This design comes from an exercise in tuning for small area, a short achievable clock period and few clock cycles per item on the open sky130 flow, not from production work. RTL that was checked went through simulation tests only; none was proved equivalent to the original. For runs 1 and 2, only the layout was checked, not whether the RTL still works. No activity file was given, so power comes from the tool's default toggle rates.

--- flow/flow/run.sh ---
#!/bin/bash
# The standard layout, with two changes:
#  - synthesis skips the full/half-adder extraction (ADDER_MAP_FILE empty),
#    leaving all arithmetic to abc; it is otherwise the standard synthesis;
#  - each port gets a buf_1 as its port buffer.
set -e
export BUFFER_PORTS_ARGS="-buffer_cell sky130_fd_sc_hd__buf_1"
ADDER_MAP_FILE= bash standard.sh synth > synth.log 2>&1
bash standard.sh > standard.log 2>&1
--- flow/standard.sh ---
#!/bin/bash
# synth_recipe.tcl (not shown) runs the flow's synth.tcl, then flattens the netlist and writes it again
# the make line also repeats each setting of config.mk as NAME=value (left out here)
make -C /OpenROAD-flow-scripts/flow DESIGN_CONFIG=/design/flow/config.mk WORK_HOME=/design/flow/orfs CLKGATE_MAP_FILE= SYNTH_SCRIPT=/design/flow/synth_recipe.tcl "${@:-finish}"
--- flow/config.mk ---
export PLATFORM = sky130hd
export DESIGN_NAME = pipe_prefix_adder
export DESIGN_NICKNAME = pipe_prefix_adder
export VERILOG_FILES = /design/flow/design.v
export SDC_FILE = /design/flow/constraint.sdc
export NUM_CORES = 4
export LEC_CHECK = 0
export ABC_AREA = 1
export CAP_MARGIN = 20
export CORE_MARGIN = 2
export CORE_UTILIZATION = 40
export CTS_BUF_LIST = sky130_fd_sc_hd__clkbuf_8
export CTS_CLUSTER_SIZE = 30
export SETUP_SLACK_MARGIN = 1.8
export SLEW_MARGIN = 20
--- flow/constraint.sdc ---
create_clock -name core_clock -period 4.5 [get_ports {clk}]
set_input_delay 0.9000 -clock core_clock [delete_from_list [all_inputs] [get_ports {clk}]]
set_output_delay 0.9000 -clock core_clock [all_outputs]
set_load 0.01 [all_outputs]
--- flow/design.v ---
module pipe_prefix_adder #(
  parameter int WIDTH     = 68,
  parameter int REG_EVERY = 2,
  parameter int TAG_W     = 4,
  parameter int BLK       = 5,
  parameter int EB        = 4
) (
  input  logic             clk,
  input  logic             rst,
  input  logic             in_valid,
  output logic             in_ready,
  input  logic [WIDTH-1:0] a,
  input  logic [WIDTH-1:0] b,
  input  logic             cin,
  input  logic             op,
  input  logic [TAG_W-1:0] tag,
  output logic             out_valid,
  input  logic             out_ready,
  output logic [WIDTH-1:0] sum,
  output logic             cout,
  output logic             ovf,
  output logic             zero,
  output logic [TAG_W-1:0] tag_o
);
  localparam int NB  = (WIDTH + BLK - 1) / BLK;    
  localparam int TLO = (NB - 1) * BLK;             
  function automatic integer lg2(input integer v);
    integer r;
    r = 0;
    while ((1 << r) < v) r = r + 1;
    lg2 = r;
  endfunction
  logic [WIDTH-1:0] bx, p, g, s0_d;
  logic             c0;
  assign bx = op ? ~b : b;
  assign c0 = op | cin;
  assign p  = a ^ bx;
  assign g  = a & bx;
  logic [NB-1:0] eg, ep;
  logic          g_top_d;
  assign eg[0] = c0;
  assign ep[0] = 1'b0;
  for (genvar j = 0; j < NB; j++) begin : g_blk
    localparam int LO = j * BLK;
    localparam int HI = (LO + BLK < WIDTH) ? LO + BLK - 1 : WIDTH - 1;
    localparam int N  = HI - LO + 1;
    logic [N:0] lc;    
    logic [N:0] gc;    
    if (j == 0) begin : g_ci
      assign lc[0] = c0;
    end else begin : g_cz
      assign lc[0] = 1'b0;
    end
    assign gc[0] = 1'b0;
    for (genvar i = 0; i < N; i++) begin : g_bit
      assign lc[i+1] = g[LO+i] | (p[LO+i] & lc[i]);
      assign gc[i+1] = g[LO+i] | (p[LO+i] & gc[i]);
    end
    assign s0_d[HI:LO] = p[HI:LO] ^ lc[N-1:0];
    if (j < NB - 1) begin : g_el
      assign eg[j+1] = gc[N];
      assign ep[j+1] = &p[HI:LO];
    end else begin : g_top
      assign g_top_d = gc[N];
    end
  end
  localparam int LV = lg2(NB);
  logic [NB-1:0] pg [LV+1];
  logic [NB-1:0] pp [LV+1];
  assign pg[0] = eg;
  assign pp[0] = ep;
  for (genvar l = 0; l < LV; l++) begin : g_pl
    for (genvar j = 0; j < NB; j++) begin : g_pj
      if (((j >> l) & 1) == 1) begin : g_cmb
        assign pg[l+1][j] = pg[l][j] | (pp[l][j] & pg[l][((j >> l) << l) - 1]);
        assign pp[l+1][j] = pp[l][j] & pp[l][((j >> l) << l) - 1];
      end else begin : g_pass
        assign pg[l+1][j] = pg[l][j];
        assign pp[l+1][j] = pp[l][j];
      end
    end
  end
  logic [NB-1:0] zb;
  for (genvar j = 0; j < NB; j++) begin : g_zero
    localparam int LO = j * BLK;
    localparam int HI = (LO + BLK < WIDTH) ? LO + BLK - 1 : WIDTH - 1;
    if (j == 0) begin : g_z0
      assign zb[j] = ~|s0_d[HI:LO];
    end else begin : g_zj
      assign zb[j] = (a[LO-1] | bx[LO-1]) ? (&s0_d[HI:LO]) : ~|s0_d[HI:LO];
    end
  end
  logic z_d;
  assign z_d = &zb;
  logic [WIDTH-1:0] r_d;
  for (genvar j = 0; j < NB; j++) begin : g_early
    localparam int LO = j * BLK;
    localparam int HI = (LO + BLK < WIDTH) ? LO + BLK - 1 : WIDTH - 1;
    if (j == 0 || j >= EB) begin : g_keep
      assign r_d[HI:LO] = s0_d[HI:LO];
    end else begin : g_fin
      for (genvar i = LO; i <= HI; i++) begin : g_bit
        if (i == LO) begin : g_lo
          assign r_d[i] = s0_d[i] ^ pg[LV][j];
        end else begin : g_hi
          assign r_d[i] = s0_d[i] ^ (pg[LV][j] & (&s0_d[i-1:LO]));
        end
      end
    end
  end
  logic             load;
  logic [WIDTH-1:0] s0_q;
  logic [NB-1:EB]   bc_q;
  logic             g_top_q, p_top_q;
  assign load     = ~out_valid | out_ready;
  assign in_ready = load;
  always_ff @(posedge clk or posedge rst) begin
    if (rst) out_valid <= 1'b0;
    else if (load) out_valid <= in_valid;
  end
  always_ff @(posedge clk) begin
    if (load) begin
      s0_q    <= r_d;
      bc_q    <= pg[LV][NB-1:EB];
      g_top_q <= g_top_d;
      p_top_q <= p[WIDTH-1];
      tag_o   <= tag;
      zero    <= z_d;
    end
  end
  logic [NB-1:0] ones;
  for (genvar j = 0; j < NB; j++) begin : g_sum
    localparam int LO = j * BLK;
    localparam int HI = (LO + BLK < WIDTH) ? LO + BLK - 1 : WIDTH - 1;
    assign ones[j] = &s0_q[HI:LO];
    if (j < EB) begin : g_b0
      assign sum[HI:LO] = s0_q[HI:LO];
    end else begin : g_bj
      for (genvar i = LO; i <= HI; i++) begin : g_bit
        if (i == LO) begin : g_lo
          assign sum[i] = s0_q[i] ^ bc_q[j];
        end else begin : g_hi
          assign sum[i] = s0_q[i] ^ (bc_q[j] & (&s0_q[i-1:LO]));
        end
      end
    end
  end
  assign cout = g_top_q | (bc_q[NB-1] & ones[NB-1]);
  assign ovf  = sum[WIDTH-1] ^ p_top_q ^ cout;
endmodule
==> results of run 1 <==
## routing by layer
layer	part of all wire, %	GRT usage, %	vias up
met4	1.4	5.19	0
met2	47	32.3	153
met3	5.2	3.29	18
li1	-	-	4274
met5	0	0	-
met1	46	24.2	3396
## cells by family after synthesis
logic type	after synthesis	share of synthesized area (%)
flip-flops	86	31.4
XOR/XNOR	114	13.5
buffers and inverters	258	13.7
AND/OR/NAND/NOR	774	39.1
AO/OA/AOI/OAI	32	2.27
## area by class of cell
| type | instances | area (um2) | area share (%) |
|---|---|---|---|
| inverter | 227 | 868 | 8.86 |
| tap | 270 | 338 | 3.45 |
| sequential | 86 | 2580 | 26.3 |
| clock buffer | 10 | 138 | 1.40 |
| multi-input combinational | 920 | 4660 | 47.5 |
| timing repair buffer | 244 | 1130 | 11.5 |
| clock inverter | 6 | 91.3 | 0.932 |
## worst paths after layout
check | slack (ns) | startpoint | end
hold / removal | 0.31 | rst | out_valid
hold reg to reg | 0.91 | out_valid | out_valid
setup reg to reg | 2.62 | out_valid | s0_q[10]
max in group asynchronous | 4.10 | rst | out_valid
min in group core_clock | 0.69 | tag[3] | tag_o[3]
setup / recovery | 1.86 | bc_q[13] | ovf
## power by group through the flow
stage	sequential [mW]	combinational [mW]	clock (mW)
global route	1.13	1.29	0.691
CTS	1.12	1.11	0.673
global placement	1.13	1.06	0
finish	1.12	1.14	0.654
floorplan	1.11	0.823	0
detailed placement	1.13	1.08	0
## cells in the final DEF, fill, tap and decap left out, types with 12 or more instances in the layout
| master | instances |
|---|---|
| sky130_fd_sc_hd__buf_1 | 220 |
| sky130_fd_sc_hd__nor2_1 | 131 |
| sky130_fd_sc_hd__inv_1 | 224 |
| sky130_fd_sc_hd__nand3_1 | 115 |
| sky130_fd_sc_hd__edfxtp_1 | 85 |
| sky130_fd_sc_hd__nand2_1 | 456 |
| sky130_fd_sc_hd__xnor2_2 | 13 |
| sky130_fd_sc_hd__or2_2 | 12 |
| sky130_fd_sc_hd__buf_4 | 14 |
| sky130_fd_sc_hd__xor2_1 | 63 |
| sky130_fd_sc_hd__xnor2_1 | 31 |
## worst max-delay path, delay by kind of cell (launching register included)
kind          cells  cell delay, ns
buf+inv           1            0.14
simple gates      3            0.50
xor+xnor          2            0.26
flops             1            0.46
## stage by stage
step           setup WS, ns  power (mW)  hold slack, ns
3_5_place_dp          0.688        2.21           0.708
6_report               1.86        2.91           0.312
5_1_grt                1.77        3.11           0.303
3_3_place_gp          0.758        2.20           0.706
2_1_floorplan          1.81        1.93           0.629
4_1_cts                1.80        2.90           0.284
## state kept, by name (all words and copies together), names as in the netlist
register   flops
out_valid      1
g_top_q        1
p_top_q        1
tag_o          4
zero           1
bc_q          10
s0_q          68
## repair_timing
item,4_1_cts,5_1_grt
hold buffers,0,0
gates cloned,3,4
setup buffers,1,12
gates resized for setup,15,30
setup endpoints to repair,35,20
pin swaps,4,9
==> parameters.txt, run 1 <==
Parameter                              Value

Run status
  Status  no timing/DRC/antenna violations

GRT
  Initial antenna violation count    0
  Wire length of the first global-routing pass    32,500 um
  Largest net degree at the start of global routing    45
  Via count of the first global-routing pass    7,033
  Total grt overflow    0
  Total global-route track usage    18.7%

Critical path
  Arrival time at the worst endpoint    1.74 ns
  Critical path startpoint category    register
  Startpoint-to-endpoint class of the critical path    register to primary output
  Critical-path cell list    and3_4 -> or2_4 -> nand2_2 -> xnor2_2 -> xor2_1 -> buf_2
  Data required, critical path    3.60 ns
  CP max-delay cell    sky130_fd_sc_hd__edfxtp_1
  Element type at the critical path end    primary output
  Worst reg-to-reg path cell count    2
  Largest fanout on the critical path    3
  Highest cell delay on the worst timing path    0.46 ns

Place
  Total placed instance area    9140 um2
  Final weighted congestion in routability-driven placement    0.845
  Placed insts    1,727
  Number of buffers inserted by port buffering    222
  Half-perimeter wire length of the detailed placement result    16,100 um

Final layout
  Post-route core utilization    48.6%
  Layout cell share with drive strength beyond 1    7.03%
  Post-route cell area    9800 um2
  Number of nets at the end of the flow    1,634
  Antenna cells    0
  Area growth, synth to finish    19.4%
  Filler-free cell count of the finished design    1,763
  Fillcell total    2,179

Die
  Area of the placeable core    20,200 um2
  Initial standard-cell utilization of the core    40.7%
  Width of the chip    147 um
  Number of standard-cell rows in the floorplan    52
  Number of top-level design ports    223
  Vertical die dimension    147 um
  Overall die area    21,700 um2

Timing
  Clock period minus final worst setup slack    2.64 ns
  Final sum of negative setup slack    0 ns
  Final hold violations    0
  Clock Skew    0.0104 ns
  Finish-stage setup viols    0
  Max-slew headroom    59.4%
  Slew @ Worst Pin    0.610 ns
  Max-slew violation total from the final report    0
  Fin crit share    58.6%
  RSZ-0062 raised after global routing    yes
  Achievable clock frequency    0.379 GHz

Yosys
  Synthesized area per cell    6.49 um2
  Top area cells in the synthesized netlist    sky130_fd_sc_hd__edfxtp_1 (31%), sky130_fd_sc_hd__nand2_1 (21%), sky130_fd_sc_hd__inv_1 (10%)
  Portion of the post-synthesis area used by sequential elements    31.4%
  Synth top area share    31.1%
  Most frequently used flop master after synthesis    sky130_fd_sc_hd__edfxtp_1
  Async set or reset register ratio after synthesis    1.16%
  Synth Warn #    3
  FF+latch count, synth    86
  Area leader, netlist    sky130_fd_sc_hd__edfxtp_1
  Post-Syn Instances    1,264
  Distinct cell type count after synthesis    35
  Most repeated cell in the gate-level netlist after synthesis    sky130_fd_sc_hd__nand2_1
  EDFF count, synth    85
  Top post-synthesis cells by count    sky130_fd_sc_hd__nand2_1 (465), sky130_fd_sc_hd__inv_1 (224), sky130_fd_sc_hd__nor2_1 (134)
  Net count after synthesis    1,410
  Post-Syn Area    8210 um2

Power and ir drop
  Clock network fraction of design power    22.5%
  Switching share of power    38.0%
  Internal Dissipation    1.80 mW
  Leakage dissipation    5.17 nW
  Combinational cell fraction of total power    39.1%
  VDD IR-drop max    0.156 mV
  Ratio of total power to cell area    297 nW/um2
  Sw power    1.10 mW
  Flop pwr share    38.4%

CTS
  Clock latency (worst-skew pair)    0.37 ns
  Number of buffers added by the clock tree synthesis step    9
  Clock tree buffer depth    2
  TritonCTS Sinks    86
  CTS tree    yes
  Depth of the CTS H-tree    3
  Root buffer selected by CTS    sky130_fd_sc_hd__clkbuf_8
  Clock transition at the registers of the reported paths    0.10 ns

Routing
  Drt total wl    21,100 um
  DR iter-0 viols    351
  Overall via count from detail_route    7,841
  Router iterations before antenna repair    5
  Remaining number of nets flagged by the antenna check after routing    0
  Post-detailed-route DRC marker count    0
  Mean number of vias per cell    4.45
  DR WL/cell    12.0 um

Worst hold path
  Hold WC Path Type    primary input to asynchronous set/reset pin

Run
  Max-Cap Viols    0
==> run 2: changes to the inputs <==
--- a/flow/design.v
+++ b/flow/design.v
@@ -82,14 +82,2 @@
   end
-  logic [NB-1:0] zb;
-  for (genvar j = 0; j < NB; j++) begin : g_zero
-    localparam int LO = j * BLK;
-    localparam int HI = (LO + BLK < WIDTH) ? LO + BLK - 1 : WIDTH - 1;
-    if (j == 0) begin : g_z0
-      assign zb[j] = ~|s0_d[HI:LO];
-    end else begin : g_zj
-      assign zb[j] = (a[LO-1] | bx[LO-1]) ? (&s0_d[HI:LO]) : ~|s0_d[HI:LO];
-    end
-  end
-  logic z_d;
-  assign z_d = &zb;
   logic [WIDTH-1:0] r_d;
@@ -110,2 +98,14 @@
   end
+  logic [NB-1:0] zpb;
+  for (genvar j = 0; j < NB; j++) begin : g_zp
+    localparam int LO = j * BLK;
+    localparam int HI = (LO + BLK < WIDTH) ? LO + BLK - 1 : WIDTH - 1;
+    if (j < EB) begin : g_fin
+      assign zpb[j] = ~|r_d[HI:LO];
+    end else begin : g_inc
+      assign zpb[j] = (~|r_d[HI:LO]) | (&r_d[HI:LO]);
+    end
+  end
+  logic z_d;
+  assign z_d = &zpb;
   logic             load;
@@ -113,3 +113,3 @@
   logic [NB-1:EB]   bc_q;
-  logic             g_top_q, p_top_q;
+  logic             g_top_q, p_top_q, zpre_q;
   assign load     = ~out_valid | out_ready;
@@ -127,3 +127,3 @@
       tag_o   <= tag;
-      zero    <= z_d;
+      zpre_q  <= z_d;
     end
@@ -149,2 +149,7 @@
   assign ovf  = sum[WIDTH-1] ^ p_top_q ^ cout;
+  logic [NB-1:EB] zm;
+  for (genvar j = EB; j < NB; j++) begin : g_zm
+    assign zm[j] = ~(bc_q[j] ^ ones[j]);
+  end
+  assign zero = zpre_q & (&zm);
 endmodule
==> parameters.txt, run 2 <==
Parameter                              Value

Die
  Vertical die dimension    145 um (-1.4%)
  Initial standard-cell utilization of the core    40.8% (+0.15 points)
  Area of the placeable core    19,500 um2 (-3.2%)
  Number of standard-cell rows in the floorplan    51 (-1.9%)
  Overall die area    21,100 um2 (-2.8%)
  Width of the chip    145 um (-1.4%)
  Number of top-level design ports    223 (unchanged)

Timing
  Clock period minus final worst setup slack    2.95 ns (+0.311 ns)
  Final sum of negative setup slack    0 ns (unchanged)
  Fin crit share    65.5% (+6.9 points)
  Clock Skew    0.0140 ns (+0.00365 ns)
  Max-slew violation total from the final report    0 (unchanged)
  Finish-stage setup viols    0 (unchanged)
  Final hold violations    0 (unchanged)
  Worst-case hold slack    0.308 ns (-0.00378 ns)
  RSZ-0062 raised after global routing    yes
  Setup slack after layout    1.55 ns (-0.311 ns)
  Slew @ Worst Pin    0.699 ns (+0.0896 ns)
  Max-slew headroom    53.4% (-6.0 points)
  Achievable clock frequency    0.339 GHz (-11%)

GRT
  Largest net degree at the start of global routing    56 (+24%)
  Total global-route track usage    19.9% (+1.2 points)
  Via count of the first global-routing pass    7,055 (+0.31%)
  Wire length of the first global-routing pass    33,500 um (+3.1%)
  Total grt overflow    0 (unchanged)
  Initial antenna violation count    1 (+1)

CTS
  Clock transition at the registers of the reported paths    0.09 ns (about the same)
  Clock tree buffer depth    2 (unchanged)
  Clock latency (worst-skew pair)    0.37 ns (about the same)
  Root buffer selected by CTS    sky130_fd_sc_hd__clkbuf_8
  Hold bufs inserted after CTS    0 (unchanged)
  TritonCTS Sinks    86 (unchanged)
  Number of buffers added by the clock tree synthesis step    9 (unchanged)
  Depth of the CTS H-tree    3 (unchanged)
  CTS tree    yes

Place
  Place WS    0.972 ns (+0.285 ns)
  Total placed instance area    8930 um2 (-2.3%)
  Final weighted congestion in routability-driven placement    0.865 (+2.3%)
  Half-perimeter wire length of the detailed placement result    16,300 um (+1.4%)
  Number of buffers inserted by port buffering    222 (unchanged)
  Placed insts    1,634 (-5.4%)

Yosys
  Most frequently used flop master after synthesis    sky130_fd_sc_hd__edfxtp_1
  Post-Syn Instances    1,175 (-7.0%)
  EDFF count, synth    85 (unchanged)
  Area leader, netlist    sky130_fd_sc_hd__edfxtp_1
  Async set or reset register ratio after synthesis    1.16% (unchanged)
  Synthesized area per cell    6.79 um2 (+4.5%)
  FF+latch count, synth    86 (unchanged)
  Net count after synthesis    1,321 (-6.3%)
  Distinct cell type count after synthesis    38 (+8.6%)
  Top area cells in the synthesized netlist    sky130_fd_sc_hd__edfxtp_1 (32%), sky130_fd_sc_hd__nand2_1 (18%), sky130_fd_sc_hd__inv_1 (10%)
  Top post-synthesis cells by count    sky130_fd_sc_hd__nand2_1 (386), sky130_fd_sc_hd__inv_1 (221), sky130_fd_sc_hd__nor2_1 (99)
  Synth top area share    32.0% (+0.91 points)
  Synth Warn #    3 (unchanged)
  Portion of the post-synthesis area used by sequential elements    32.3% (+0.92 points)
  Most repeated cell in the gate-level netlist after synthesis    sky130_fd_sc_hd__nand2_1
  Post-Syn Area    7980 um2 (-2.8%)

Critical path
  Largest fanout on the critical path    3 (unchanged)
  Setup slack of the most critical reg-to-reg path    2.65 ns (+0.03 ns)
  Startpoint-to-endpoint class of the critical path    register to primary output
  Critical path startpoint category    register
  Element type at the critical path end    primary output
  Arrival time at the worst endpoint    2.05 ns (+0.31 ns)
  Data required, critical path    3.60 ns (about the same)

Routing
  Router iterations before antenna repair    4 (-1)
  Overall via count from detail_route    7,850 (+0.11%)
  DR iter-0 viols    328 (-6.6%)
  DR WL/cell    13.3 um (+11%)
  Post-detailed-route DRC marker count    0 (unchanged)
  Mean number of vias per cell    4.62 (+3.9%)
  Remaining number of nets flagged by the antenna check after routing    0 (unchanged)
  Drt total wl    22,600 um (+7.1%)

Final layout
  Post-route cell area    10,500 um2 (+7.1%)
  Layout cell share with drive strength beyond 1    17.1% (+10 points)
  Post-route core utilization    53.8% (+5.2 points)
  Filler-free cell count of the finished design    1,698 (-3.7%)
  Fillcell total    1,938 (-11%)
  Most flops, register    s0_q
  Commonest non-fill, non-tap cells in the layout    sky130_fd_sc_hd__nand2_1 (331), sky130_fd_sc_hd__buf_1 (219), sky130_fd_sc_hd__inv_1 (217)
  Top flop regs    s0_q: 68 flops, bc_q: 10 flops, tag_o: 4 flops
  Leading cell type in the layout, fill and taps excluded    sky130_fd_sc_hd__nand2_1
  Area growth, synth to finish    31.6%
  Max FFs per register    68 (unchanged)
  Number of nets at the end of the flow    1,573 (-3.7%)

Power and ir drop
  Power Total    3.12 mW (+7.2%)
  VDD IR-drop max    0.119 mV (-23%)
  Ratio of total power to cell area    297 nW/um2 (+0.12%)
  Leakage dissipation    5.30 nW (+2.4%)

Worst hold path
  Hold WC Path Type    primary input to asynchronous set/reset pin

Run
  Max-Cap Viols    0 (unchanged)

Run status
  Status  no timing/DRC/antenna violations
==> run 2: logic make-up after synthesis <==
family          count (synthesis)  synth area share, %
xor+xnor                      127                 14.8
flops                          86                 32.3
compound gates                 55                 3.86
buf+inv                       255                 14.0
simple gates                  652                 35.0
==> run 2: power breakdown <==
group / switching [mW] / leakage [nW] / internal (mW)
Combinational: 0.832 / 4.32 / 0.526
Clock: 0.297 / 0.114 / 0.315
Sequential: 0.0946 / 0.861 / 1.05
Total: 1.22 / 5.30 / 1.89
==> run 2: worst paths after layout <==
kind,depth (start not counted),to,start
min reg2reg,2,out_valid,out_valid
min,2,out_valid,rst
min in group core_clock,1,tag_o[2],tag[2]
max reg2reg,2,s0_q[40],out_valid
max,9,zero,bc_q[9]
max in group asynchronous,2,out_valid,rst
==> run 2: critical path, stage by stage (launching register included) <==
cell and delay [ns]:
sky130_fd_sc_hd__edfxtp_1 0.44, sky130_fd_sc_hd__nand2_1 0.11, sky130_fd_sc_hd__nor2_2 0.11, sky130_fd_sc_hd__and2_4 0.17, sky130_fd_sc_hd__nand2_4 0.06, sky130_fd_sc_hd__nand2_4 0.07
sky130_fd_sc_hd__a21oi_4 0.05, sky130_fd_sc_hd__nor4_4 0.28, sky130_fd_sc_hd__nor4b_2 0.21, sky130_fd_sc_hd__buf_2 0.18
==> run 2: per-layer routing <==
metal | vias up | share of wire [%] | global-route usage [%]
met5 | - | 0 | 0
met4 | 0 | 1.9 | 5.34
met3 | 21 | 5.6 | 3.55
met2 | 207 | 50 | 36.3
met1 | 3490 | 42 | 24.1
li1 | 4132 | - | -
==> run 2: area by class of cell <==
class                           instances  area [um2]  share of cell area, %
Timing Repair Buffer                  271        1500                   14.3
Tap cell                              265         332                   3.16
Sequential cell                        86        2580                   24.5
Inverter                              224         867                   8.26
Clock inverter                          7        96.3                  0.918
Multi-Input combinational cell        834        4990                   47.5
Antenna cell                            1        2.50                 0.0238
Timing Repair inverter                  1        11.3                  0.107
Clock buffer                            9         124                   1.18
==> run 2: what timing repair did <==
item / CTS / global route
gates cloned: 7 / 5
endpoints found under the setup margin: 18 / 16
pin swaps: 15 / 46
resized for setup: 52 / 132
buffers inserted: 9 / 26
==> run 3: changes to the inputs <==
--- a/flow/design.v
+++ b/flow/design.v
@@ -82,2 +82,4 @@
   end
+  logic z_d;
+  assign z_d = ~|(p ^ {a[WIDTH-2:0] | bx[WIDTH-2:0], c0});
   logic [WIDTH-1:0] r_d;
@@ -98,14 +100,2 @@
   end
-  logic [NB-1:0] zpb;
-  for (genvar j = 0; j < NB; j++) begin : g_zp
-    localparam int LO = j * BLK;
-    localparam int HI = (LO + BLK < WIDTH) ? LO + BLK - 1 : WIDTH - 1;
-    if (j < EB) begin : g_fin
-      assign zpb[j] = ~|r_d[HI:LO];
-    end else begin : g_inc
-      assign zpb[j] = (~|r_d[HI:LO]) | (&r_d[HI:LO]);
-    end
-  end
-  logic z_d;
-  assign z_d = &zpb;
   logic             load;
@@ -113,3 +103,3 @@
   logic [NB-1:EB]   bc_q;
-  logic             g_top_q, p_top_q, zpre_q;
+  logic             g_top_q, p_top_q;
   assign load     = ~out_valid | out_ready;
@@ -127,3 +117,3 @@
       tag_o   <= tag;
-      zpre_q  <= z_d;
+      zero    <= z_d;
     end
@@ -149,7 +139,2 @@
   assign ovf  = sum[WIDTH-1] ^ p_top_q ^ cout;
-  logic [NB-1:EB] zm;
-  for (genvar j = EB; j < NB; j++) begin : g_zm
-    assign zm[j] = ~(bc_q[j] ^ ones[j]);
-  end
-  assign zero = zpre_q & (&zm);
 endmodule
==> flow/flow/run.sh (replaced) <==
#!/bin/bash
# The standard layout, with these changes:
#  - synthesis skips the full/half-adder extraction (ADDER_MAP_FILE empty),
#    leaving all arithmetic to abc; it is otherwise the standard synthesis;
#  - each port gets a buf_1 as its port buffer;
#  - clock tree synthesis adds no dummy loads.
# Each step's output goes to its own log in this folder.
set -e
export BUFFER_PORTS_ARGS="-buffer_cell sky130_fd_sc_hd__buf_1"
ADDER_MAP_FILE= bash standard.sh synth > synth.log 2>&1
bash standard.sh finish "CTS_ARGS=-sink_clustering_enable -repair_clock_nets -buf_list sky130_fd_sc_hd__clkbuf_8 -dont_use_dummy_load -sink_clustering_size 30 -sink_clustering_max_diameter 200 -sink_clustering_levels 1" > standard.log 2>&1
==> parameters.txt, run 3 <==
Parameter                              Value

Run status
  Status  no timing/DRC/antenna violations

Yosys
  Top area cells in the synthesized netlist    sky130_fd_sc_hd__edfxtp_1 (31%), sky130_fd_sc_hd__nand2_1 (16%), sky130_fd_sc_hd__xor2_1 (12%)
  Top post-synthesis cells by count    sky130_fd_sc_hd__nand2_1 (359), sky130_fd_sc_hd__inv_1 (179), sky130_fd_sc_hd__xor2_1 (117)
  Async set or reset register ratio after synthesis    1.16% (unchanged)
  Post-Syn Instances    1,137 (-3.2%)
  FF+latch count, synth    86 (unchanged)
  Synthesized area per cell    7.27 um2 (+7.1%)
  Area leader, netlist    sky130_fd_sc_hd__edfxtp_1
  Distinct cell type count after synthesis    39 (+2.6%)
  Post-Syn Area    8270 um2 (+3.6%)
  Most repeated cell in the gate-level netlist after synthesis    sky130_fd_sc_hd__nand2_1
  Synth Warn #    3 (unchanged)
  Portion of the post-synthesis area used by sequential elements    31.2% (-1.1 points)
  Synth top area share    30.9% (-1.1 points)
  Net count after synthesis    1,283 (-2.9%)
  Most frequently used flop master after synthesis    sky130_fd_sc_hd__edfxtp_1
  EDFF count, synth    85 (unchanged)

Timing
  Slew @ Worst Pin    0.484 ns (-0.215 ns)
  Clock period minus final worst setup slack    2.60 ns (-0.353 ns)
  RSZ-0062 raised after global routing    no
  Max-slew violation total from the final report    0 (unchanged)
  Final sum of negative setup slack    0 ns (unchanged)
  Fin crit share    57.7% (-7.9 points)
  Finish-stage setup viols    0 (unchanged)
  Worst-case hold slack    0.337 ns (+0.0288 ns)
  Max-slew headroom    67.7% (+14 points)
  Clock Skew    0.0246 ns (+0.0106 ns)
  Achievable clock frequency    0.385 GHz (+14%)
  Final hold violations    0 (unchanged)

Final layout
  Fillcell total    2,099 (+8.3%)
  Max FFs per register    68 (unchanged)
  Top flop regs    s0_q: 68 flops, bc_q: 10 flops, tag_o: 4 flops
  Area growth, synth to finish    15.0%
  Multi-input gate area    4730 um2 (-5.2%)
  Layout cell share with drive strength beyond 1    7.80% (-9.3 points)
  Most flops, register    s0_q
  Antenna cells    0 (-1)
  Commonest non-fill, non-tap cells in the layout    sky130_fd_sc_hd__nand2_1 (350), sky130_fd_sc_hd__buf_1 (220), sky130_fd_sc_hd__inv_1 (179)
  Leading cell type in the layout, fill and taps excluded    sky130_fd_sc_hd__nand2_1
  Post-route cell area    9510 um2 (-9.4%)
  Sequential Area    2580 um2 (unchanged)
  Number of nets at the end of the flow    1,495 (-5.0%)

Routing
  Remaining number of nets flagged by the antenna check after routing    0 (unchanged)
  DR iter-0 viols    279 (-15%)
  Overall via count from detail_route    7,291 (-7.1%)
  Drt total wl    22,400 um (-0.97%)
  Post-detailed-route DRC marker count    0 (unchanged)
  Mean number of vias per cell    4.51 (-2.5%)
  Router iterations before antenna repair    5 (+1)
  DR WL/cell    13.8 um (+4.0%)

GRT
  Total global-route track usage    20.1% (+0.15 points)
  Via count of the first global-routing pass    6,961 (-1.3%)
  Initial antenna violation count    0 (-1)
  Wire length of the first global-routing pass    33,700 um (+0.72%)
  Largest net degree at the start of global routing    37 (-34%)
  Total grt overflow    0 (unchanged)

CTS
  Root buffer selected by CTS    sky130_fd_sc_hd__clkbuf_8
  Clock tree buffer depth    2 (unchanged)
  CTS tree    yes
  TritonCTS Sinks    86 (unchanged)
  Number of buffers added by the clock tree synthesis step    9 (unchanged)
  Depth of the CTS H-tree    3 (unchanged)
  Clock latency (worst-skew pair)    0.38 ns (about the same)
  Clock transition at the registers of the reported paths    0.08 ns (about the same)
  Hold bufs inserted after CTS    0 (unchanged)

Worst hold path
  Hold WC Path Type    primary input to asynchronous set/reset pin

Power and ir drop
  Ratio of total power to cell area    293 nW/um2 (-1.4%)
  Flop pwr share    40.5% (+3.7 points)
  Sw power    1.09 mW (-11%)
  Clock network fraction of design power    16.4% (-3.2 points)
  Leakage dissipation    4.62 nW (-13%)
  Switching share of power    39.3% (+0.094 points)
  VDD IR-drop max    0.133 mV (+11%)
  Internal Dissipation    1.69 mW (-11%)
  Combinational cell fraction of total power    43.1% (-0.4 points)

Place
  Half-perimeter wire length of the detailed placement result    18,200 um (+12%)
  Final weighted congestion in routability-driven placement    0.857 (-0.87%)
  Total placed instance area    9150 um2 (+2.4%)
  Number of buffers inserted by port buffering    222 (unchanged)

Critical path
  Worst reg-to-reg path cell count    2 (unchanged)
  Startpoint-to-endpoint class of the critical path    register to primary output
  Element type at the critical path end    primary output
  Endpoint of the worst-slack reg-to-reg timing path    s0_q[31]
  Arrival time at the worst endpoint    1.70 ns (-0.35 ns)
  Data required, critical path    3.60 ns (about the same)
  Largest fanout on the critical path    3 (unchanged)
  Critical path startpoint category    register
  Setup slack of the most critical reg-to-reg path    2.85 ns (+0.20 ns)
  Crit Reg-Reg Startpoint    out_valid

Die
  Area of the placeable core    20,200 um2 (+3.6%)
  Width of the chip    148 um (+1.7%)
  Number of standard-cell rows in the floorplan    52 (+2.0%)
  Overall die area    21,800 um2 (+3.5%)
  Initial standard-cell utilization of the core    40.8% (about the same)
  Number of top-level design ports    223 (unchanged)
  Vertical die dimension    148 um (+1.7%)

Run
  Max-Cap Viols    0 (unchanged)
## run 3: cell types whose count changed after synthesis, moves of 8 or more
cell                       change
sky130_fd_sc_hd__inv_1        -42
sky130_fd_sc_hd__nand2_1      -27
sky130_fd_sc_hd__nand3b_1      -9
sky130_fd_sc_hd__and2_1       +10
sky130_fd_sc_hd__xor2_1       +43
sky130_fd_sc_hd__nand2_2       +8
sky130_fd_sc_hd__xnor2_1      +37
sky130_fd_sc_hd__nand3_1      -56
sky130_fd_sc_hd__or2_1        +15
sky130_fd_sc_hd__a21oi_1      -17
## run 3: routing by layer
layer	routed length [um]	vias up	share of wire [%]	GRT usage (%)
met5	0	-	0	0
met4	395	0	1.8	5.87
met3	1390	25	6.2	2.96
li1	-	3870	-	-
met2	10700	209	48	35.2
met1	9860	3187	44	25.6
## run 3: through the flow
stage	total power [mW]	worst slack, ns	cells	utilization (%)
floorplan	1.99	1.85	1137	-
finish	2.78	1.90	1617	47.0
detailed placement	2.31	0.942	1601	45.2
global placement	2.30	1.03	1601	45.2
CTS	2.77	1.80	1612	46.1
global route	2.98	1.80	1617	47.0
## run 3: cells by family after synthesis
kind of cell	count (synthesis)	share of synthesized area (%)
flip-flops	86	31.2
buffers and inverters	220	12.7
AND/OR/NAND/NOR	595	31.4
XOR/XNOR	204	22.2
AO/OA/AOI/OAI	32	2.54
## run 3: worst max path at each step
| stage | startpoint | end | slack [ns] | cells after the start |
|---|---|---|---|---|
| after global placement | op | bc_q[12] | 1.03 | 14 |
| after CTS | op | bc_q[13] | 1.80 | 17 |
| after detailed placement | op | bc_q[13] | 0.94 | 14 |
| after global routing | op | bc_q[13] | 1.80 | 12 |
| after floorplan | op | bc_q[12] | 1.85 | 17 |
| final | bc_q[13] | ovf | 1.90 | 6 |
## run 3: power by group through the flow
stage | logic [mW] | registers, mW | clock network [mW]
floorplan | 0.864 | 1.13 | 0
global placement | 1.15 | 1.14 | 0
detailed placement | 1.16 | 1.15 | 0
CTS | 1.18 | 1.13 | 0.463
global route | 1.34 | 1.14 | 0.490
finish | 1.20 | 1.13 | 0.457
## run 3: area by class of cell
type	instances	share of cell area (%)
multi-input combinational	831	49.7
sequential	86	27.1
timing repair buffer	233	10.7
inverter	188	7.59
tap	270	3.55
clock buffer	9	1.30
## run 3: repair_timing
item / 4_1_cts / 5_1_grt
gates resized for setup: 9 / 25
endpoints found under the setup margin: 27 / 18
pin swaps: 0 / 4
buffers inserted: 2 / 2
cloned: 0 / 3
## run 3: worst max-delay path, cell delays in order (launching register included)
cell and delay, ns:
sky130_fd_sc_hd__edfxtp_1 0.42, sky130_fd_sc_hd__and3_4 0.20, sky130_fd_sc_hd__or2_4 0.22, sky130_fd_sc_hd__nand2_2 0.09, sky130_fd_sc_hd__xnor2_2 0.12, sky130_fd_sc_hd__xor2_1 0.14, sky130_fd_sc_hd__buf_2 0.14
Testbench counts of run 3, summed over its fixed seeds: cycles 24,008, items 24,000.
==> run 4: changes to the inputs <==
--- a/flow/flow/run.sh
+++ b/flow/flow/run.sh
@@ -10,2 +10,2 @@
 ADDER_MAP_FILE= bash standard.sh synth > synth.log 2>&1
-bash standard.sh finish "CTS_ARGS=-sink_clustering_enable -repair_clock_nets -buf_list sky130_fd_sc_hd__clkbuf_8 -dont_use_dummy_load -sink_clustering_size 30 -sink_clustering_max_diameter 200 -sink_clustering_levels 1" > standard.log 2>&1
+bash standard.sh finish "CTS_ARGS=-sink_clustering_enable -repair_clock_nets -buf_list sky130_fd_sc_hd__clkbuf_8 -dont_use_dummy_load" > standard.log 2>&1
--- a/flow/config.mk
+++ b/flow/config.mk
@@ -13,3 +13,3 @@
 export CTS_CLUSTER_SIZE = 30
-export SETUP_SLACK_MARGIN = 1.8
+export SETUP_SLACK_MARGIN = 2.0
 export SLEW_MARGIN = 20
==> parameters.txt, run 4 <==
Parameter                              Value

Final layout
  Layout cell share with drive strength beyond 1    21.5% (+14 points)
  Post-route cell area    10,700 um2 (+12%)
  Number of nets at the end of the flow    1,563 (+4.5%)
  Top flop regs    s0_q: 68 flops, bc_q: 10 flops, tag_o: 4 flops
  Most flops, register    s0_q
  Fillcell total    2,000 (-4.7%)
  Area growth, synth to finish    28.9%
  Commonest non-fill, non-tap cells in the layout    sky130_fd_sc_hd__nand2_1 (280), sky130_fd_sc_hd__buf_1 (211), sky130_fd_sc_hd__inv_1 (172)
  Leading cell type in the layout, fill and taps excluded    sky130_fd_sc_hd__nand2_1
  Post-route core utilization    52.6% (+5.7 points)
  Filler-free cell count of the finished design    1,687 (+4.3%)
  Max FFs per register    68 (unchanged)

Yosys
  Post-Syn Area    8270 um2 (unchanged)
  Async set or reset register ratio after synthesis    1.16% (unchanged)
  Most frequently used flop master after synthesis    sky130_fd_sc_hd__edfxtp_1
  EDFF count, synth    85 (unchanged)
  Synthesized area per cell    7.27 um2 (unchanged)
  Area leader, netlist    sky130_fd_sc_hd__edfxtp_1
  Top area cells in the synthesized netlist    sky130_fd_sc_hd__edfxtp_1 (31%), sky130_fd_sc_hd__nand2_1 (16%), sky130_fd_sc_hd__xor2_1 (12%)
  Synth Warn #    3 (unchanged)
  Complex-gate fraction of the synthesized area    2.54% (unchanged)
  Post-Syn Instances    1,137 (unchanged)
  FF+latch count, synth    86 (unchanged)
  Adder-Cell Fraction of Synth Area    0% (unchanged)
  Post-Synth Simple-Gate Area    31.4% (unchanged)
  Dominant combinational cell family by area after synthesis    simple AND/OR/NAND/NOR gates
  Synth top area share    30.9% (unchanged)
  Top post-synthesis cells by count    sky130_fd_sc_hd__nand2_1 (359), sky130_fd_sc_hd__inv_1 (179), sky130_fd_sc_hd__xor2_1 (117)
  Portion of the post-synthesis area used by sequential elements    31.2% (unchanged)
  Distinct cell type count after synthesis    39 (unchanged)
  Most repeated cell in the gate-level netlist after synthesis    sky130_fd_sc_hd__nand2_1
  Net count after synthesis    1,283 (unchanged)
  Multiplexer area fraction after synthesis    0% (unchanged)
  Xor-xnor portion of the synthesized cell area    22.2% (unchanged)

Power and ir drop
  Sw power    1.19 mW (+8.8%)
  Ratio of total power to cell area    282 nW/um2 (-3.8%)
  Clock network fraction of design power    15.2% (-1.2 points)
  Flop pwr share    37.7% (-2.8 points)
  Leakage dissipation    5.15 nW (+11%)
  Combinational cell fraction of total power    47.1% (+4.0 points)
  Switching share of power    39.7% (+0.38 points)
  VDD IR-drop max    0.151 mV (+13%)
  Internal Dissipation    1.81 mW (+7.1%)

GRT
  Global Route met3 Usage    4.51% (+1.5 points)
  Largest net degree at the start of global routing    33 (-11%)
  Via count of the first global-routing pass    7,265 (+4.4%)
  Wire length of the first global-routing pass    36,400 um (+7.9%)
  Initial antenna violation count    1 (+1)
  Total grt overflow    0 (unchanged)
  GR met2 Demand/Resource    37.5% (+2.3 points)
  Most heavily used metal layer in global routing    met2
  Fraction of met1 tracks used by global routing    27.7% (+2.1 points)
  Total global-route track usage    21.9% (+1.8 points)

CTS
  Clock transition at the registers of the reported paths    0.08 ns (about the same)
  Clock tree buffer depth    2 (unchanged)
  TritonCTS Sinks    86 (unchanged)
  Depth of the CTS H-tree    3 (unchanged)
  Number of buffers added by the clock tree synthesis step    9 (unchanged)
  Hold bufs inserted after CTS    0 (unchanged)
  CTS tree    yes
  Clock latency (worst-skew pair)    0.38 ns (about the same)
  Root buffer selected by CTS    sky130_fd_sc_hd__clkbuf_8

Routing
  DR WL/cell    14.6 um (+5.8%)
  DR iter-0 viols    339 (+22%)
  Post-detailed-route DRC marker count    0 (unchanged)
  Drt total wl    24,700 um (+10%)
  Remaining number of nets flagged by the antenna check after routing    0 (unchanged)
  Router iterations before antenna repair    7 (+2)
  Mean number of vias per cell    4.64 (+2.8%)
  Overall via count from detail_route    7,821 (+7.3%)

Timing
  Max-slew headroom    65.3% (-2.5 points)
  Clock period minus final worst setup slack    2.61 ns (+0.0165 ns)
  Fin crit share    58.0% (+0.37 points)
  RSZ-0062 raised after global routing    yes
  Finish-stage setup viols    0 (unchanged)
  Slew @ Worst Pin    0.517 ns (+0.0330 ns)
  Achievable clock frequency    0.383 GHz (-0.63%)
  Clock Skew    0.0125 ns (-0.0121 ns)
  Setup slack after layout    1.89 ns (-0.0165 ns)
  Final sum of negative setup slack    0 ns (unchanged)
  Max-slew violation total from the final report    0 (unchanged)
  Final hold violations    0 (unchanged)

Critical path
  Cell family with most CP delay    simple AND/OR/NAND/NOR gates
  CP Buf/Inv Count    4 (+3)
  CP max-delay cell    sky130_fd_sc_hd__a21boi_2
  Arrival time at the worst endpoint    2.73 ns (+1.03 ns)
  Startpoint-to-endpoint class of the critical path    primary input to register
  Critical path startpoint category    primary input
  Highest cell delay on the worst timing path    0.19 ns (-0.23 ns)
  Most Frequent Cell on Critical Path    sky130_fd_sc_hd__nand2_2
  Data required, critical path    4.62 ns (+1.02 ns)
  Critical-path cell list    clkbuf_16 -> buf_16 -> buf_4 -> xnor2_4 -> nand2_1 -> nand2_2 -> inv_1 -> nand2_2 -> nand2_2 -> a21boi_2 -> nand3_4 -> nand2_4 -> nand3_4 -> nand2_1 -> nand3_1
  Element type at the critical path end    register
  Largest fanout on the critical path    8 (+5)

Place
  Total placed instance area    9280 um2 (+1.4%)
  Placed insts    1,600 (-0.062%)
  Half-perimeter wire length of the detailed placement result    18,300 um (about the same)
  Place WS    0.992 ns (+0.0500 ns)
  Number of buffers inserted by port buffering    222 (unchanged)
  Final weighted congestion in routability-driven placement    0.851 (-0.78%)

Die
  Vertical die dimension    148 um (unchanged)
  Number of top-level design ports    223 (unchanged)
  Initial standard-cell utilization of the core    40.8% (unchanged)
  Number of standard-cell rows in the floorplan    52 (unchanged)
  Area of the placeable core    20,200 um2 (unchanged)
  Width of the chip    148 um (unchanged)
  Overall die area    21,800 um2 (unchanged)

Run status
  Status  no timing/DRC/antenna violations

Run
  Max-Cap Viols    0 (unchanged)

Worst hold path
  Hold WC Path Type    primary input to asynchronous set/reset pin
## run 4: kinds of logic after synthesis
| family | count (synthesis) |
|---|---|
| AOI/OAI and AO/OA | 32 |
| xor gates and xnor gates | 204 |
| buffers and inverters | 220 |
| DFF | 86 |
| and+or+nand+nor | 595 |
## run 4: final cells by class
class | count | area [um2] | share of cell area, %
Sequential cell | 86 | 2580 | 24.2
Inverter | 188 | 718 | 6.74
Clock buffer | 9 | 124 | 1.16
Tap cell | 270 | 338 | 3.17
Timing Repair Buffer | 301 | 1620 | 15.2
Antenna cell | 2 | 5.00 | 0.0470
Multi-Input combinational cell | 831 | 5280 | 49.5
## run 4: worst reg2reg max path, delay by kind of cell, from the launching register on
kind	cells	cell delay, ns
buffers and inverters	1	0.45
flip-flops	1	0.44
AND/OR/NAND/NOR	1	0.26
## run 4: path summary, 6_finish.rpt
path / start / end / slack (ns) / cells after the start
worst min register to register: out_valid / out_valid / 0.80 / 2
max in group asynchronous: rst / out_valid / 4.09 / 2
min in group core_clock: tag[3] / tag_o[3] / 0.68 / 1
worst min-delay path: rst / out_valid / 0.33 / 2
worst max register to register: out_valid / bc_q[11] / 3.00 / 2
worst max-delay path: op / bc_q[9] / 1.89 / 15
## run 4: power by group through the flow
stage	combinational [mW]	clock, mW	sequential [mW]
after global routing	1.55	0.494	1.15
final	1.41	0.455	1.13
after detailed placement	1.18	0	1.14
after global placement	1.17	0	1.14
after floorplan	0.884	0	1.13
after CTS	1.32	0.471	1.13
## run 4: metrics by stage
step,power [mW],hold WS (ns)
after detailed placement,2.33,0.714
after global placement,2.32,0.706
after floorplan,2.01,0.629
final,3.00,0.326
after CTS,2.92,0.309
after global routing,3.19,0.314
## run 4: repair_timing
action / in CTS / in global routing
buffers inserted: 54 / 17
endpoints found under the setup margin: 49 / 39
gates resized for setup: 73 / 86
cloned: 5 / 0
pin swaps: 52 / 50
## run 4: layer usage
metal	up-vias	share of wire (%)
met4	2	2.1
li1	4002	-
met5	-	0.032
met3	33	6.4
met2	241	49
met1	3543	43
==> run 5: changes to the inputs <==
--- a/flow/config.mk
+++ b/flow/config.mk
@@ -13,3 +13,3 @@
 export CTS_CLUSTER_SIZE = 30
-export SETUP_SLACK_MARGIN = 2.0
+export SETUP_SLACK_MARGIN = 1.7
 export SLEW_MARGIN = 20
==> parameters.txt, run 5 <==
Parameter                              Value

Timing
  Max-slew headroom    67.9% (+2.6 points)
  Achievable clock frequency    0.371 GHz (-3.0%)
  Setup slack after layout    1.81 ns (-0.0813 ns)
  Finish-stage setup viols    0 (unchanged)
  Clock Skew    0.0243 ns (+0.0118 ns)
  Fin crit share    59.8% (+1.8 points)
  RSZ-0062 raised after global routing    no
  Slew @ Worst Pin    0.481 ns (-0.0360 ns)
  Final hold violations    0 (unchanged)
  Clock period minus final worst setup slack    2.69 ns (+0.0813 ns)
  Max-slew violation total from the final report    0 (unchanged)
  Final sum of negative setup slack    0 ns (unchanged)

Final layout
  Leading cell type in the layout, fill and taps excluded    sky130_fd_sc_hd__nand2_1
  Top flop regs    s0_q: 68 flops, bc_q: 10 flops, tag_o: 4 flops
  Max FFs per register    68 (unchanged)
  Most flops, register    s0_q
  Number of nets at the end of the flow    1,489 (-4.7%)
  Post-route core utilization    46.2% (-6.4 points)
  Area growth, synth to finish    13.2%
  Antenna cells    0 (-2)
  Sequential Area    2580 um2 (unchanged)
  Commonest non-fill, non-tap cells in the layout    sky130_fd_sc_hd__nand2_1 (356), sky130_fd_sc_hd__buf_1 (220), sky130_fd_sc_hd__inv_1 (179)
  Fillcell total    2,125 (+6.3%)
  Layout cell share with drive strength beyond 1    6.34% (-15 points)
  Multi-input gate area    4680 um2 (-11%)

Power and ir drop
  VDD IR-drop max    0.128 mV (-15%)
  Ratio of total power to cell area    295 nW/um2 (+4.6%)
  Leakage dissipation    4.55 nW (-12%)

Die
  Initial standard-cell utilization of the core    40.8% (unchanged)
  Width of the chip    148 um (unchanged)
  Number of top-level design ports    223 (unchanged)
  Overall die area    21,800 um2 (unchanged)
  Vertical die dimension    148 um (unchanged)
  Number of standard-cell rows in the floorplan    52 (unchanged)
  Area of the placeable core    20,200 um2 (unchanged)

CTS
  Clock tree buffer depth    2 (unchanged)
  Clock latency (worst-skew pair)    0.38 ns (about the same)
  Clock transition at the registers of the reported paths    0.07 ns (about the same)
  TritonCTS Sinks    86 (unchanged)
  Number of buffers added by the clock tree synthesis step    9 (unchanged)
  CTS tree    yes
  Root buffer selected by CTS    sky130_fd_sc_hd__clkbuf_8
  Hold bufs inserted after CTS    0 (unchanged)
  Depth of the CTS H-tree    3 (unchanged)

GRT
  Initial antenna violation count    0 (-1)
  Total grt overflow    0 (unchanged)
  Largest net degree at the start of global routing    37 (+12%)
  Wire length of the first global-routing pass    33,700 um (-7.4%)
  Via count of the first global-routing pass    6,954 (-4.3%)
  Total global-route track usage    20.1% (-1.9 points)

Routing
  DR WL/cell    13.7 um (-6.8%)
  Overall via count from detail_route    7,242 (-7.4%)
  Drt total wl    22,000 um (-11%)
  Router iterations before antenna repair    5 (-2)
  Post-detailed-route DRC marker count    0 (unchanged)
  Mean number of vias per cell    4.50 (-3.0%)
  DR iter-0 viols    303 (-11%)
  Remaining number of nets flagged by the antenna check after routing    0 (unchanged)

Place
  Place WS    0.942 ns (-0.0500 ns)
  Half-perimeter wire length of the detailed placement result    18,200 um (about the same)
  Number of buffers inserted by port buffering    222 (unchanged)
  Final weighted congestion in routability-driven placement    0.857 (+0.79%)

Yosys
  EDFF count, synth    85 (unchanged)
  FF+latch count, synth    86 (unchanged)
  Net count after synthesis    1,283 (unchanged)
  Area leader, netlist    sky130_fd_sc_hd__edfxtp_1
  Synthesized area per cell    7.27 um2 (unchanged)
  Post-Syn Area    8270 um2 (unchanged)
  Post-Syn Instances    1,137 (unchanged)
  Distinct cell type count after synthesis    39 (unchanged)
  Portion of the post-synthesis area used by sequential elements    31.2% (unchanged)
  Most frequently used flop master after synthesis    sky130_fd_sc_hd__edfxtp_1
  Synth top area share    30.9% (unchanged)
  Most repeated cell in the gate-level netlist after synthesis    sky130_fd_sc_hd__nand2_1
  Synth Warn #    3 (unchanged)
  Top area cells in the synthesized netlist    sky130_fd_sc_hd__edfxtp_1 (31%), sky130_fd_sc_hd__nand2_1 (16%), sky130_fd_sc_hd__xor2_1 (12%)
  Top post-synthesis cells by count    sky130_fd_sc_hd__nand2_1 (359), sky130_fd_sc_hd__inv_1 (179), sky130_fd_sc_hd__xor2_1 (117)
  Async set or reset register ratio after synthesis    1.16% (unchanged)

Run status
  Status  no timing/DRC/antenna violations

Critical path
  Element type at the critical path end    primary output
  Largest fanout on the critical path    3 (-5)
  Critical path startpoint category    register
  Data required, critical path    3.60 ns (-1.02 ns)
  Worst reg-to-reg path cell count    2 (unchanged)
  Arrival time at the worst endpoint    1.79 ns (-0.94 ns)
  Startpoint-to-endpoint class of the critical path    register to primary output

Run
  Max-Cap Viols    0 (unchanged)

Worst hold path
  Hold WC Path Type    primary input to asynchronous set/reset pin
[run 5: cell counts after synthesis]
No cell type changed its count.
[run 5: report_power, final]
part | switching [mW] | internal, mW | total, mW
combinational | 0.743 | 0.427 | 1.17
sequential | 0.0656 | 1.06 | 1.13
clock | 0.277 | 0.180 | 0.457
total | 1.09 | 1.67 | 2.76
[run 5: final timing paths]
path                       slack, ns         to      start
max in group asynchronous       4.07  out_valid        rst
max                             1.81        ovf   bc_q[13]
min reg2reg                     0.82  out_valid  out_valid
min                             0.34  out_valid        rst
min in group core_clock         0.68   tag_o[0]     tag[0]
max reg2reg                     2.85   s0_q[31]  out_valid
[run 5: worst max-delay path, cell delays in order (launching register included)]
cell	delay, ns
sky130_fd_sc_hd__edfxtp_1	0.44
sky130_fd_sc_hd__and3_4	0.22
sky130_fd_sc_hd__or2_2	0.27
sky130_fd_sc_hd__nand2_2	0.07
sky130_fd_sc_hd__xnor2_1	0.13
sky130_fd_sc_hd__xor2_1	0.15
sky130_fd_sc_hd__buf_2	0.14
[run 5: area by class of cell]
type / count / area share (%)
Timing Repair Buffer: 227 / 9.86
Multi-Input combinational cell: 831 / 50.0
Sequential cell: 86 / 27.6
Tap cell: 270 / 3.61
Clock buffer: 9 / 1.32
Inverter: 188 / 7.68
[run 5: per-stage QoR]
stage | area (um2) | total power [mW] | instances | hold slack, ns
3_3_place_gp | 9150 | 2.30 | 1601 | 0.707
2_1_floorplan | 8270 | 1.99 | 1137 | 0.629
5_1_grt | 9360 | 2.95 | 1611 | 0.327
3_5_place_dp | 9150 | 2.31 | 1601 | 0.708
4_1_cts | 9300 | 2.77 | 1610 | 0.328
6_report | 9360 | 2.76 | 1611 | 0.337
[run 5: routing by layer]
| metal | share of wire (%) | vias up | GRT usage, % |
|---|---|---|---|
| li1 | - | 3861 | - |
| met1 | 45 | 3174 | 25.6 |
| met2 | 47 | 180 | 35.2 |
| met3 | 5.5 | 27 | 2.96 |
| met4 | 1.9 | 0 | 5.87 |
| met5 | 0 | - | 0 |
[run 5: cells by family after synthesis]
family	synth area share (%)
AO/OA/AOI/OAI	2.54
XOR/XNOR	22.2
buffers and inverters	12.7
flip-flops	31.2
AND/OR/NAND/NOR	31.4
[run 5: what timing repair did]
item | in CTS | in global routing
gates resized for setup | 5 | 12
gates cloned | 0 | 1
pin swaps | 0 | 1
endpoints found under the setup margin | 24 | 15
setup buffers | 0 | 0
==> run 6: changes to the inputs <==
--- a/flow/config.mk
+++ b/flow/config.mk
@@ -13,3 +13,3 @@
 export CTS_CLUSTER_SIZE = 30
-export SETUP_SLACK_MARGIN = 1.7
+export SETUP_SLACK_MARGIN = 1.9
 export SLEW_MARGIN = 20
==> parameters.txt, run 6 <==
Parameter                              Value

Timing
  Final sum of negative setup slack    0 ns (unchanged)
  Clock Skew    0.0148 ns (-0.00947 ns)
  Max-slew headroom    63.5% (-4.5 points)
  RSZ-0062 raised after global routing    yes
  Achievable clock frequency    0.384 GHz (+3.3%)
  Finish-stage setup viols    0 (unchanged)
  Fin crit share    57.9% (-1.9 points)
  Final hold violations    0 (unchanged)
  Max-slew violation total from the final report    0 (unchanged)
  Clock period minus final worst setup slack    2.61 ns (-0.0861 ns)
  Worst-case hold slack    0.320 ns (-0.0174 ns)
  Slew @ Worst Pin    0.548 ns (+0.0671 ns)
  Setup slack after layout    1.89 ns (+0.0861 ns)

Place
  Final weighted congestion in routability-driven placement    0.856 (-0.20%)
  Number of buffers inserted by port buffering    222 (unchanged)
  Placed insts    1,602 (+0.062%)
  Half-perimeter wire length of the detailed placement result    18,300 um (+0.27%)
  Place WS    1.03 ns (+0.0919 ns)
  Total placed instance area    9170 um2 (+0.26%)

Yosys
  Async set or reset register ratio after synthesis    1.16% (unchanged)
  Most repeated cell in the gate-level netlist after synthesis    sky130_fd_sc_hd__nand2_1
  Synth Warn #    3 (unchanged)
  Complex-gate fraction of the synthesized area    2.54% (unchanged)
  Multiplexer area fraction after synthesis    0% (unchanged)
  Top area cells in the synthesized netlist    sky130_fd_sc_hd__edfxtp_1 (31%), sky130_fd_sc_hd__nand2_1 (16%), sky130_fd_sc_hd__xor2_1 (12%)
  FF+latch count, synth    86 (unchanged)
  Distinct cell type count after synthesis    39 (unchanged)
  Post-Synth Simple-Gate Area    31.4% (unchanged)
  EDFF count, synth    85 (unchanged)
  Xor-xnor portion of the synthesized cell area    22.2% (unchanged)
  Most frequently used flop master after synthesis    sky130_fd_sc_hd__edfxtp_1
  Adder-Cell Fraction of Synth Area    0% (unchanged)
  Area leader, netlist    sky130_fd_sc_hd__edfxtp_1
  Synthesized area per cell    7.27 um2 (unchanged)
  Net count after synthesis    1,283 (unchanged)
  Portion of the post-synthesis area used by sequential elements    31.2% (unchanged)
  Post-Syn Area    8270 um2 (unchanged)
  Post-Syn Instances    1,137 (unchanged)
  Top post-synthesis cells by count    sky130_fd_sc_hd__nand2_1 (359), sky130_fd_sc_hd__inv_1 (179), sky130_fd_sc_hd__xor2_1 (117)
  Dominant combinational cell family by area after synthesis    simple AND/OR/NAND/NOR gates
  Synth top area share    30.9% (unchanged)

Power and ir drop
  Internal Dissipation    1.71 mW (+2.3%)
  VDD IR-drop max    0.107 mV (-17%)
  Switching share of power    39.2% (-0.21 points)
  Power Total    2.81 mW (+1.9%)
  Flop pwr share    40.3% (-0.7 points)
  Leakage dissipation    4.71 nW (+3.4%)
  Combinational cell fraction of total power    43.8% (+1.3 points)
  Sw power    1.10 mW (+1.4%)
  Clock network fraction of design power    15.9% (-0.7 points)
  Ratio of total power to cell area    289 nW/um2 (-2.0%)

Routing
  Overall via count from detail_route    7,458 (+3.0%)
  Router iterations before antenna repair    5 (unchanged)
  Remaining number of nets flagged by the antenna check after routing    0 (unchanged)
  Mean number of vias per cell    4.58 (+1.8%)
  DR WL/cell    13.9 um (+2.0%)
  Post-detailed-route DRC marker count    0 (unchanged)
  DR iter-0 viols    366 (+21%)
  Drt total wl    22,700 um (+3.2%)

Run status
  Status  no timing/DRC/antenna violations

GRT
  Largest net degree at the start of global routing    40 (+8.1%)
  Total grt overflow    0 (unchanged)
  Via count of the first global-routing pass    6,686 (-3.9%)
  Initial antenna violation count    2 (+2)
  Total global-route track usage    19.9% (-0.19 points)
  Wire length of the first global-routing pass    33,200 um (-1.5%)

Final layout
  Post-route cell area    9730 um2 (+4.0%)
  Most flops, register    s0_q
  Filler-free cell count of the finished design    1,629 (+1.1%)
  Layout cell share with drive strength beyond 1    10.1% (+3.8 points)
  Max FFs per register    68 (unchanged)
  Area growth, synth to finish    17.8%
  Commonest non-fill, non-tap cells in the layout    sky130_fd_sc_hd__nand2_1 (343), sky130_fd_sc_hd__buf_1 (219), sky130_fd_sc_hd__inv_1 (178)
  Fillcell total    2,118 (-0.33%)
  Post-route core utilization    48.1% (+1.9 points)
  Top flop regs    s0_q: 68 flops, bc_q: 10 flops, tag_o: 4 flops
  Leading cell type in the layout, fill and taps excluded    sky130_fd_sc_hd__nand2_1
  Number of nets at the end of the flow    1,505 (+1.1%)

CTS
  CTS tree    yes
  Clock transition at the registers of the reported paths    0.08 ns (about the same)
  Number of buffers added by the clock tree synthesis step    9 (unchanged)
  Clock tree buffer depth    2 (unchanged)
  Clock latency (worst-skew pair)    0.38 ns (about the same)
  Depth of the CTS H-tree    3 (unchanged)
  TritonCTS Sinks    86 (unchanged)
  Root buffer selected by CTS    sky130_fd_sc_hd__clkbuf_8

Die
  Initial standard-cell utilization of the core    40.8% (unchanged)
  Width of the chip    148 um (unchanged)
  Overall die area    21,800 um2 (unchanged)
  Number of standard-cell rows in the floorplan    52 (unchanged)
  Area of the placeable core    20,200 um2 (unchanged)
  Vertical die dimension    148 um (unchanged)
  Number of top-level design ports    223 (unchanged)

Worst hold path
  Hold WC Path Type    primary input to asynchronous set/reset pin

Critical path
  Data required, critical path    3.60 ns (about the same)
  Largest fanout on the critical path    3 (unchanged)
  Element type at the critical path end    primary output
  Critical path startpoint category    register
  Startpoint-to-endpoint class of the critical path    register to primary output
  Arrival time at the worst endpoint    1.71 ns (-0.08 ns)

Run
  Max-Cap Viols    0 (unchanged)
## run 6: cell type report
cell class	count	area (um2)	area share, %
clock buffers	9	124	1.27
repair buffers	242	1130	11.6
inverters	188	732	7.52
diodes	2	5.00	0.0514
multi-input cells	831	4810	49.5
repair inverters	1	11.3	0.116
flip-flops and latches	86	2580	26.5
well taps	270	338	3.47
## run 6: path summary, 6_finish.rpt
kind	from	to	slack (ns)	depth (start not counted)
max in group asynchronous	rst	out_valid	4.09	2
min reg2reg	out_valid	out_valid	0.79	2
max	bc_q[13]	ovf	1.89	6
min	rst	out_valid	0.32	2
min in group core_clock	tag[2]	tag_o[2]	0.70	1
max reg2reg	out_valid	s0_q[34]	2.83	2
## run 6: critical path, stage by stage (launching register included)
cell and delay [ns]:
sky130_fd_sc_hd__edfxtp_1 0.44, sky130_fd_sc_hd__and3_4 0.18, sky130_fd_sc_hd__or2_4 0.23, sky130_fd_sc_hd__nand2_4 0.08, sky130_fd_sc_hd__xnor2_2 0.11, sky130_fd_sc_hd__xor2_1 0.14, sky130_fd_sc_hd__buf_2 0.14
## run 6: power groups by stage
stage / logic [mW] / registers [mW] / clock network (mW)
2_1_floorplan: 0.870 / 1.13 / 0
3_3_place_gp: 1.15 / 1.15 / 0
3_5_place_dp: 1.16 / 1.15 / 0
4_1_cts: 1.20 / 1.13 / 0.467
5_1_grt: 1.37 / 1.15 / 0.494
6_report: 1.23 / 1.13 / 0.448
## run 6: cells by family after synthesis
kind of cell	Yosys count
buffers and inverters	220
AOI/OAI and AO/OA	32
xor gates and xnor gates	204
and+or+nand+nor	595
DFF	86
## run 6: metal layers
metal	part of all wire (%)	up-vias	global-route usage, %
li1	-	3899	-
met1	45	3340	25.3
met2	48	186	34.0
met3	5.3	33	3.86
met4	2.3	0	6.54
met5	0	-	0
## run 6: repair_timing
action | CTS | global route
gates resized for setup | 19 | 41
endpoints found under the setup margin | 26 | 28
cloned | 1 | 6
pin swaps | 4 | 6
setup buffers | 3 | 6
hold buffers | 0 | 0
==> run 7: changes to the inputs <==
--- a/flow/config.mk
+++ b/flow/config.mk
@@ -13,3 +13,3 @@
 export CTS_CLUSTER_SIZE = 30
-export SETUP_SLACK_MARGIN = 1.9
+export SETUP_SLACK_MARGIN = 1.8
 export SLEW_MARGIN = 20
==> parameters.txt, run 7 <==
Parameter                              Value

Run
  Max-Cap Viols    0 (unchanged)

Die
  Width of the chip    148 um (unchanged)
  Number of standard-cell rows in the floorplan    52 (unchanged)
  Vertical die dimension    148 um (unchanged)
  Area of the placeable core    20,200 um2 (unchanged)

Timing
  Max-slew headroom    67.7% (+4.3 points)
  Final sum of negative setup slack    0 ns (unchanged)
  RSZ-0062 raised after global routing    no
  Clock Skew    0.0246 ns (+0.00978 ns)
  Max-slew violation total from the final report    0 (unchanged)
  Clock period minus final worst setup slack    2.60 ns (-0.0117 ns)
  Worst-case hold slack    0.337 ns (+0.0167 ns)
  Final hold violations    0 (unchanged)
  Slew @ Worst Pin    0.484 ns (-0.0641 ns)
  Finish-stage setup viols    0 (unchanged)
  Fin crit share    57.7% (-0.26 points)

Power and ir drop
  Leakage dissipation    4.62 nW (-1.8%)
  VDD IR-drop max    0.133 mV (+25%)
  Ratio of total power to cell area    293 nW/um2 (+1.5%)

Critical path
  Startpoint-to-endpoint class of the critical path    register to primary output
  Data required, critical path    3.60 ns (about the same)
  Critical path startpoint category    register
  Arrival time at the worst endpoint    1.70 ns (about the same)
  Element type at the critical path end    primary output
  Largest fanout on the critical path    3 (unchanged)

Routing
  Overall via count from detail_route    7,291 (-2.2%)
  Post-detailed-route DRC marker count    0 (unchanged)
  Router iterations before antenna repair    5 (unchanged)
  Mean number of vias per cell    4.51 (-1.5%)
  Met2 layer wire length in the routed design    10,700 um (-1.0%)
  Routed metal-1 wire length    9860 um (-2.4%)
  Highest routing layer actually used    met4
  DR iter-0 viols    279 (-24%)
  WL met3    1390 um (+16%)

GRT
  Wire length of the first global-routing pass    33,700 um (+1.7%)
  Largest net degree at the start of global routing    37 (-7.5%)
  Total global-route track usage    20.1% (+0.21 points)
  Via count of the first global-routing pass    6,961 (+4.1%)
  Initial antenna violation count    0 (-2)

Place
  Half-perimeter wire length of the detailed placement result    18,200 um (-0.27%)
  Number of buffers inserted by port buffering    222 (unchanged)
  Placed insts    1,601 (-0.062%)

CTS
  Root buffer selected by CTS    sky130_fd_sc_hd__clkbuf_8
  Number of buffers added by the clock tree synthesis step    9 (unchanged)
  Clock transition at the registers of the reported paths    0.08 ns (about the same)
  Clock latency (worst-skew pair)    0.38 ns (about the same)
  Depth of the CTS H-tree    3 (unchanged)
  Clock tree buffer depth    2 (unchanged)
  TritonCTS Sinks    86 (unchanged)

Yosys
  Synthesized area per cell    7.27 um2 (unchanged)
  Portion of the post-synthesis area used by sequential elements    31.2% (unchanged)
  Synth top area share    30.9% (unchanged)
  Net count after synthesis    1,283 (unchanged)
  Distinct cell type count after synthesis    39 (unchanged)
  Most repeated cell in the gate-level netlist after synthesis    sky130_fd_sc_hd__nand2_1
  Most frequently used flop master after synthesis    sky130_fd_sc_hd__edfxtp_1
  Area leader, netlist    sky130_fd_sc_hd__edfxtp_1
  Top post-synthesis cells by count    sky130_fd_sc_hd__nand2_1 (359), sky130_fd_sc_hd__inv_1 (179), sky130_fd_sc_hd__xor2_1 (117)
  Top area cells in the synthesized netlist    sky130_fd_sc_hd__edfxtp_1 (31%), sky130_fd_sc_hd__nand2_1 (16%), sky130_fd_sc_hd__xor2_1 (12%)
  Post-Syn Instances    1,137 (unchanged)
  Synth Warn #    3 (unchanged)

Final layout
  Top flop regs    s0_q: 68 flops, bc_q: 10 flops, tag_o: 4 flops
  Max FFs per register    68 (unchanged)
  Number of nets at the end of the flow    1,495 (-0.66%)
  Area growth, synth to finish    15.0%
  Leading cell type in the layout, fill and taps excluded    sky130_fd_sc_hd__nand2_1
  Most flops, register    s0_q
  Commonest non-fill, non-tap cells in the layout    sky130_fd_sc_hd__nand2_1 (350), sky130_fd_sc_hd__buf_1 (220), sky130_fd_sc_hd__inv_1 (179)
  Fillcell total    2,099 (-0.90%)

Worst hold path
  Hold WC Path Type    primary input to asynchronous set/reset pin

Run status
  Status  no timing/DRC/antenna violations
==> run 7: cell counts after synthesis <==
Identical to the previous run, type by type.
==> run 7: kinds of logic (layout without fill, tap and decap cells) <==
| kind of cell | Yosys count | in the layout | share of synthesized area (%) |
|---|---|---|---|
| simple gates | 595 | 595 | 31.4 |
| buf+inv | 220 | 430 | 12.7 |
| xor+xnor | 204 | 204 | 22.2 |
| flops | 86 | 86 | 31.2 |
| compound gates | 32 | 32 | 2.54 |
==> run 7: timing repair <==
item / CTS / global route
gates resized for setup: 9 / 25
endpoints found under the setup margin: 27 / 18
gates cloned: 0 / 3
pin swaps: 0 / 4
buffers inserted: 2 / 2
==> run 7: stage by stage <==
stage | power, mW | worst slack, ns | area [um2]
final | 2.78 | 1.90 | 9510
after global routing | 2.98 | 1.80 | 9510
after CTS | 2.77 | 1.80 | 9330
after detailed placement | 2.31 | 0.942 | 9150
after global placement | 2.30 | 1.03 | 9150
after floorplan | 1.99 | 1.85 | 8270
==> run 7: final timing paths <==
path / from / end / slack, ns / cells past startpoint
setup / recovery: bc_q[13] / ovf / 1.90 / 6
hold / removal: rst / out_valid / 0.34 / 2
setup reg to reg: out_valid / s0_q[31] / 2.85 / 2
hold reg to reg: out_valid / out_valid / 0.82 / 2
min in group core_clock: tag[0] / tag_o[0] / 0.68 / 1
max in group asynchronous: rst / out_valid / 4.08 / 2
==> run 7: area by class of cell <==
class / count / area, um2 / share of cell area (%)
clock buffer: 9 / 124 / 1.30
inverter: 188 / 722 / 7.59
multi-input combinational: 831 / 4730 / 49.7
sequential: 86 / 2580 / 27.1
tap: 270 / 338 / 3.55
timing repair buffer: 233 / 1020 / 10.7
==> run 7: power breakdown <==
group / switching [mW] / internal, mW
clock: 0.277 / 0.180
sequential: 0.0651 / 1.06
combinational: 0.753 / 0.446
total: 1.09 / 1.69
==> run 7: worst max-delay path: stages, from the launching register on <==
cell and delay [ns]:
sky130_fd_sc_hd__edfxtp_1 0.42, sky130_fd_sc_hd__and3_4 0.20, sky130_fd_sc_hd__or2_4 0.22, sky130_fd_sc_hd__nand2_2 0.09
sky130_fd_sc_hd__xnor2_2 0.12, sky130_fd_sc_hd__xor2_1 0.14, sky130_fd_sc_hd__buf_2 0.14
==> run 7: routing by layer <==
layer,up-vias,GRT usage [%]
li1,3870,-
met1,3187,25.6
met2,209,35.2
met3,25,2.96
met4,0,5.87
met5,-,0

Setup slack of run 7, layout unchanged: 1.905 ns with ideal ports, 1.861 ns with driving cells assumed (clock clkbuf_16, inputs buf_2), 1.471 ns with port delays also shifted by the 0.409 ns mid clock arrival.
